This is an optimization exercise on Yosys and OpenROAD, whose aim is small area, a short achievable clock period and few clock cycles per item, not a production implementation.
At most, simulation tests tie the RTL to the original design; equivalence was not proved.
Power and IR drop assume default switching activity.

== run 1 ==
## bellmanFordTop
module bellmanFordTop (
    input  logic                          clock,
    input  logic                          reset,
    input  logic                          start,
    input  bellmanFordPkg::nodeId_t       source,
    input  bellmanFordPkg::nodeId_t       destination,
    input  bellmanFordPkg::nodeId_t       nodeCount,
    output logic                          graphReadEnable,
    output bellmanFordPkg::graphAddress_t graphAddress,
    input  bellmanFordPkg::graphLine_t    graphData,
    output logic                          outWriteEnable,
    output bellmanFordPkg::graphAddress_t outAddress,
    output bellmanFordPkg::distance_t     outData,
    output logic                          busy,
    output logic                          finish,
    output logic                          negCycle
);
For scale: about 4000 cells after synthesis, ~860 flip-flops, about 200 I/O pins, roughly 39000 µm² of cells after synthesis.
clock: 8.0 ns
lec_check: 0
abc_area: 1
cap_margin: 20
core_margin: 2
core_utilization: 40
cts_cluster_diameter: 90
cts_cluster_size: 20
setup_slack_margin: 5.0
slew_margin: 20
tns_end_percent: 100
run.sh (not shown) runs the stock make flow with config.mk's settings and CLKGATE_MAP_FILE= SYNTH_SCRIPT=/design/flow/synth_recipe.tcl, a recipe that flattens the netlist after the stock synthesis.
Testbench counts of run 1, summed over its fixed seeds: cycles 19,110, queries 96.
> inputs changed (run 1 -> run 2)
- CTS_CLUSTER_SIZE: 20 -> unset
- CTS_CLUSTER_DIAMETER: 90 -> unset
## What came out
- Per the comparison of run 2 with run 1, total negative slack held steady, proportion of power drawn by the clock network grew by 6.5 points, final core utilization grew by 1.7 points.
- Data arrival time of the critical path: run 2 vs run 1, no meaningful difference
- On power of the sequential group, run 2 tracks run 1 almost exactly.
- Compared with run 1, run 2 shows a multi-input combinational area share that is 0.99 points lower.
Modified inputs, run 3 compared to run 2
- putting CTS_CLUSTER_DIAMETER at 100 where nothing was set
- putting CTS_CLUSTER_SIZE at 24 where nothing was set
[summary]
Run 3: all stages complete, timing, DRC and antenna checks passed. Re layout overhead on the synthesized area: run 2 and run 3 aren't equal, and the higher value belongs to run 2. Looking at clock power, run 3 sits about 40% lower than run 2 does. Compared to run 2, the routing of run 3 uses less wire. Arrival time of data at the critical path endpoint in run 3 is 1.96 ns above run 2. Per the comparison of run 3 with run 2, post-cts resize count lower; logic gate share of total power higher; global-route usage lower; number of buffers inserted during clock tree synthesis lower. Run 2 vs run 3, critical path endpoint: graphAddress[12] vs passCnt[1]$_SDFFCE_PN0P_. A cell with the biggest individual delay on the critical path of sky130_fd_sc_hd__a211oi_4 is what run 3 shows, while sky130_fd_sc_hd__edfxtp_1 belongs to run 2. Run 3 ended with less design area than run 2.
Edits applied to the flow inputs when going from run 3 to run 4:
- changing CTS_CLUSTER_SIZE from 24 to 20
- changing TNS_END_PERCENT from 100 to 40
- changing CTS_CLUSTER_DIAMETER from 100 to 90
[summary]
- Run 4 ended with every stage complete and zero timing, DRC or antenna violations.
- Compared run 4 vs run 3, and global-route track usage on met2 is down in run 4.
- The instance count on the critical path number comes out higher for run 3 vs run 4.
- Aggregate global-route resource usage for run 4 is lower than for run 3.
- Run 3 → run 4: wire length of the first global-routing pass -1.8%; maximum ir drop on the vdd rail picked up an extra 13%; arrival time of data at the critical path endpoint climbed 0.24 ns.
- Relative to run 3, run 4 degrades clock period minus final worst setup slack.


bellmanFordTop, a different RTL version from the one above (not shown whole).
For scale: ~2500 cells after synthesis, ~820 flip-flops.
Settings: LEC_CHECK=0, ABC_CLOCK_PERIOD_IN_PS=3000, CAP_MARGIN=20, CORE_MARGIN=2, CORE_UTILIZATION=40, SETUP_SLACK_MARGIN=5.0, SLEW_MARGIN=20, TNS_END_PERCENT=100; clock period 8.0 ns.
The starting point completed without violations.
Change:
ABC_CLOCK_PERIOD_IN_PS = unset   (was 3000)
CORE_UTILIZATION = 30   (was 40)
The new run produced a clean layout.
Final cell count is higher by 7.1%.
Setup slack gets better by 0.14 ns.
Area after synthesis is unchanged.
Total power rose by 2.3%.
Wire length came out lower by 1.6%.
No run of this note included a check of the RTL's function; only the layout flow was run.


## trial 46
bellmanFordTop with an RTL version that a note above also has.
Size in the first run: ~4,000 cells after synthesis, ~860 flip-flops, about 200 I/O pins, about 39,000 µm² of cells after synthesis.
## bellmanFordTop
module bellmanFordTop (
    input  logic                          clock,
    input  logic                          reset,
    input  logic                          start,
    input  bellmanFordPkg::nodeId_t       source,
    input  bellmanFordPkg::nodeId_t       destination,
    input  bellmanFordPkg::nodeId_t       nodeCount,
    output logic                          graphReadEnable,
    output bellmanFordPkg::graphAddress_t graphAddress,
    input  bellmanFordPkg::graphLine_t    graphData,
    output logic                          outWriteEnable,
    output bellmanFordPkg::graphAddress_t outAddress,
    output bellmanFordPkg::distance_t     outData,
    output logic                          busy,
    output logic                          finish,
    output logic                          negCycle
);
    localparam int NN = 31;
    localparam int DW = 13;
    localparam logic signed [DW-1:0] UNREACHED = 13'sd4095;
    typedef enum logic [2:0] {S_IDLE, S_RUN, S_PD, S_PN, S_PE, S_FIN} state_t;
    typedef enum logic [2:0] {F_WAIT, F_IDXW, F_IDX, F_ADJW, F_FIRST, F_LINE, F_GAP} fetch_t;
    typedef enum logic [1:0] {R_CONT, R_ADJY, R_IDX} req_t;
    state_t st;
    fetch_t fst;
    logic [4:0] srcR, dstR;
    logic [4:0] nR;
    logic [5:0] passCnt;
    logic [DW-1:0] distT [1:NN];
    logic [4:0]    predT [1:NN];
    logic [NN:1]   dirty;
    logic                 aValid, duRd;
    logic [4:0]           pAddr;
    logic signed [7:0]    aW;
    logic                 bValid, bInit;
    logic [4:0]           bNode;
    logic signed [DW-1:0] bCand, bTD;
    logic                 cValid, cInit, cSupp;
    logic [4:0]           cNode, cProc;
    logic signed [DW-1:0] cCand;
    logic signed [DW-1:0] du;
    logic [4:0]           procNode, selNode;
  ...
export LEC_CHECK = 0
export ABC_AREA = 1
export CAP_MARGIN = 20
export CORE_MARGIN = 2
export CORE_UTILIZATION = 40
export CTS_CLUSTER_DIAMETER = 90
export CTS_CLUSTER_SIZE = 20
export SETUP_SLACK_MARGIN = 5.0
export SLEW_MARGIN = 20
export TNS_END_PERCENT = 100
create_clock -name core_clock -period 8.0 [get_ports {clock}]
standard.sh (not shown) runs the stock make flow with config.mk's settings and CLKGATE_MAP_FILE= SYNTH_SCRIPT=/design/flow/synth_recipe.tcl, a recipe that flattens the netlist after the stock synthesis.
==> flow/flow/run.sh <==
#!/bin/bash
# Standard layout, with plain buffers (sky130_fd_sc_hd__buf_1) on the ports
# instead of the resizer's default choice.
set -euo pipefail
cd "$(dirname "$0")/.."
export BUFFER_PORTS_ARGS="-buffer_cell sky130_fd_sc_hd__buf_1"
bash standard.sh > make_finish.log 2>&1
Trial 46 was carried through to the last stage, and its layout satisfied the timing, DRC and antenna checks.
Testbench counts of trial 46, summed over its fixed seeds: cycles 19,110, queries 96.
Here is what was changed in the inputs of trial 10 compared with trial 46.
- CTS_BUF_LIST: unset -> sky130_fd_sc_hd__clkbuf_8
- CTS_CLUSTER_SIZE: 20 -> 16
- CTS_CLUSTER_DIAMETER: 90 -> 80
==> flow/run.sh (new file) <==
#!/bin/bash
# synth_recipe.tcl (not shown) runs the flow's synth.tcl, then flattens the netlist and writes it again
# the make line also repeats each setting of config.mk as NAME=value (left out here)
make -C /OpenROAD-flow-scripts/flow DESIGN_CONFIG=/design/flow/config.mk WORK_HOME=/design/flow/orfs CLKGATE_MAP_FILE= SYNTH_SCRIPT=/design/flow/synth_recipe.tcl finish
removed: flow/flow/run.sh
removed: flow/standard.sh
--- outcome ---
Trial 46 → trial 10: area fraction of clock buffers and clock inverters saw a decrease; worst setup slack decreased 110 ps; area used by multi-input combinational logic held steady.
Trial 10 vs trial 46, global-route usage went up by 0.47 points.
On complex-gate fraction of the synthesized area, trial 46 tracks trial 10 almost exactly.
Trial 10: area share of buffers outside the clock network is 1.5 points higher than what trial 46 reported.
Global-route wire length before repair in trial 10 vs trial 46: up about 1.8%
Trial 10 has wire length reported by the detailed router above what trial 46 had.
Overall via count from detail_route ends up lower on trial 46.
From trial 46 to trial 10 the numbers moved as follows: routing usage on met2 climbed 0.89 points; non-clock buffer count dropped 10.

## re-timing with driven ports
No port has a modelled driver above. Below, the same layouts with a new extraction and two added sets of constraints. Step 1 (the two cells are an assumption about what drives the block):
set clk [get_ports {clock}]
set_driving_cell -lib_cell sky130_fd_sc_hd__clkbuf_16 $clk
set_driving_cell -lib_cell sky130_fd_sc_hd__buf_2 [delete_from_list [all_inputs] $clk]
Step 2 also shifts input and output timing later by t, the mid clock arrival at the registers, as if the neighbouring blocks saw the same clock. Slacks: ideal ports / drivers / drivers and shift; pairs: ideal ports / drivers.
run | t, ns | setup slack, ns | cell pins on the clock port's net
run 1 | 0.714 | 5.031 / 4.962 / 4.389 | 1
run 2 | 0.717 | 5.037 / 4.965 / 4.370 | 1
run 3 | 0.685 | 5.004 / 4.969 / 4.332 | 1
run 4 | 0.698 | 4.938 / 4.910 / 4.398 | 1
the first run of note 2 | 0.732 | 4.579 / 4.579 / 4.279 | 1
the second run of note 2 | 0.742 | 4.723 / 4.723 / 4.277 | 1
trial 46 | 0.706 | 5.035 / 4.986 / 4.394 | 1
trial 10 | 0.825 | 4.924 / 4.857 / 4.326 | 1
After both steps every run listed still meets setup and hold. For run 3, which loses most, drivers alone change the setup slack by -0.035 ns; drivers and shift together by -0.672 ns.
